This is an optimization exercise on Yosys and OpenROAD, whose aim is small area, a short achievable clock period and few clock cycles, not a production implementation.
Only simulation tests tie the RTL to the original design; equivalence was not proved.
Power is estimated from default activity; no workload was simulated.

Setup of old:
==> flow/design.v (excerpt) <==
module uart_decode_from_pulse_widths (
  input  logic                clk,
  input  logic                rst_n,
  input  logic                in_valid,
  output logic                in_stall,
  input  logic [32:0]         in_data,
  output logic                out_valid,
  input  logic                out_stall,
  output logic [9:0]          out_data,
  input  logic                cfg_we,
  input  logic                cfg_addr,
  input  logic [15:0]         cfg_wdata
);
export LEC_CHECK = 0
export CAP_MARGIN = 20
export CORE_MARGIN = 2
export CORE_UTILIZATION = 40
export SETUP_SLACK_MARGIN = 2.5
export SLEW_MARGIN = 20
create_clock -name core_clock -period 8.0 [get_ports {clk}]
run.sh (not shown) runs the stock make flow with config.mk's settings and CLKGATE_MAP_FILE= SYNTH_SCRIPT=/design/flow/synth_recipe.tcl, a recipe that flattens the netlist after the stock synthesis.
Having completed the whole flow, old delivered a layout that passed the timing, DRC and antenna checks.
Testbench counts of old, summed over its fixed seeds: cycles 3,991.
For new, these inputs were changed with respect to old:
diff --git a/flow/config.mk b/flow/config.mk
--- a/flow/config.mk
+++ b/flow/config.mk
@@ -9,4 +9,3 @@
 export CORE_MARGIN = 2
 export CORE_UTILIZATION = 40
-export SETUP_SLACK_MARGIN = 2.5
 export SLEW_MARGIN = 20
[summary]
Re cell count: old and new aren't equal, and the lower value belongs to new. Diff new..old | flip-flop and latch count after synthesis | unchanged. Pin slew with the least headroom to its limit (higher): old. new improves on old in final wirelength. Compared with old, new shows a lower design area.


uart_decode_from_pulse_widths, a different RTL version from the one above (not shown whole).
Size: ~8,600 cells after synthesis, ~67 I/O pins, about 110,000 µm² of cells after synthesis.
export LEC_CHECK = 0
export CAP_MARGIN = 20
export CORE_MARGIN = 2
export CORE_UTILIZATION = 55
export SETUP_SLACK_MARGIN = 2.5
export SLEW_MARGIN = 20
create_clock -name core_clock -period 8.0 [get_ports {clk}]
Testbench counts at the start, summed over its fixed seeds: cycles 3,853.
Rerun with:
--- a/flow/config.mk
+++ b/flow/config.mk
@@ -9,4 +9,4 @@
 export CORE_MARGIN = 2
-export CORE_UTILIZATION = 55
-export SETUP_SLACK_MARGIN = 2.5
+export CORE_UTILIZATION = 40
+export SETUP_SLACK_MARGIN = 3.5
 export SLEW_MARGIN = 20
Effect: Power rises by 0.94%; sequential share of layout area falls by 2.0 points; sequential cell count is unchanged; synthesized area is unchanged; cell area rises by 3.9%; die area rises by about 37%; utilization falls by 16 points; maximum frequency hardly moves; global-route usage falls by 13 points; wire length rises by about 2.3%.


run A:
Another version of the RTL of uart_decode_from_pulse_widths (not shown whole).
For scale: ~9900 cells after synthesis, ~2700 flip-flops, ~67 I/O pins.
make LEC_CHECK=0 CAP_MARGIN=20 CORE_MARGIN=2 CORE_UTILIZATION=55 SETUP_SLACK_MARGIN=2.5 SLEW_MARGIN=20 finish   # period 8.0 ns
Testbench counts of run A, summed over its fixed seeds: cycles 3,991.
Input-level comparison between run B and run A:
-- flow/config.mk --
<<< run A, line 10
export CORE_UTILIZATION = 55
export SETUP_SLACK_MARGIN = 2.5
export SLEW_MARGIN = 20
>>> run B, line 10
export CORE_UTILIZATION = 55
export SETUP_SLACK_MARGIN = 4
export SLEW_MARGIN = 20
[summary]
- Re worst voltage drop across the vdd grid: run A was higher than run B.
- Diff run B and run A: combined buffer and inverter count along the critical path higher in run A
- Final period demand of the worst path: run B < run A
> inputs changed (run B -> run C)
-- flow/config.mk --
<<< run B, line 9
export CORE_MARGIN = 2
export CORE_UTILIZATION = 55
export SETUP_SLACK_MARGIN = 4
export SLEW_MARGIN = 20
>>> run C, line 9
export CORE_MARGIN = 2
export CORE_UTILIZATION = 40
export SETUP_SLACK_MARGIN = 2.5
export SLEW_MARGIN = 20
After synthesis and placement, the instance count of run C is above that of run B. Run C improves on run B in design area. Compound-gate portion of the synthesized area: run C vs run B identical. Summary of the comparison: wire length on met1 is higher in run C, relative to run B. Run C ends up with a proportion of power drawn by combinational gates that is 5.5 points lower than in run B. Comparing run C and run B, the higher met2 usage is on run B. The stage delay of the slowest cell on the critical path number comes out higher for run B vs run C. off[8][8] as the startpoint of the most critical setup path was reported by run B, and in_data[5] by run C. Run C ended up with in2reg as its critical path class; run B ended up with reg2reg. Compared with run B, in run C first-iteration DRC count now sits lower; critical path depth now sits higher.

==> re-timing with driven ports <==
The flow's constraints put no driver on any port. The routed layouts listed below were extracted and timed again, unchanged, in two steps. Step 1, drivers: a clkbuf_16 drives clk and a buf_2 each remaining input, both assumed. Step 2 also shifts input and output timing later by t, the mid clock arrival at the registers, as if the neighbouring blocks saw the same clock. Three values: ideal ports, drivers, drivers and shift; two values: the first two.
run	shift t [ns]	setup WS [ns]	hold slack, ns	worst setup path at the end	worst register clock-pin slew, ns
old	0.968	2.205 / 2.205 / 1.573	0.453 / 0.453 / 0.453	input to register	0.07 / 0.07
new	0.965	0.774 / 0.774 / 0.774	0.453 / 0.453 / 0.453	register to register	0.07 / 0.07
the first run of note 2	1.008	1.940 / 1.940 / 1.468	0.468 / 0.468 / 0.468	input to register	0.07 / 0.07
the second run of note 2	0.952	1.939 / 1.939 / 1.657	0.457 / 0.457 / 0.457	input to register	0.08 / 0.08
run A	1.040	2.426 / 2.426 / 1.684	0.459 / 0.459 / 0.459	input to register	0.07 / 0.07
run B	1.051	2.949 / 2.949 / 2.174	0.455 / 0.455 / 0.455	input to register	0.07 / 0.07
run C	1.047	2.536 / 2.584 / 1.595	0.457 / 0.457 / 0.457	input to register	0.07 / 0.07
After both steps every run listed still meets setup and hold. The setup slack of run C, which loses most, moves by +0.048 ns with the drivers and by -0.941 ns with both steps.
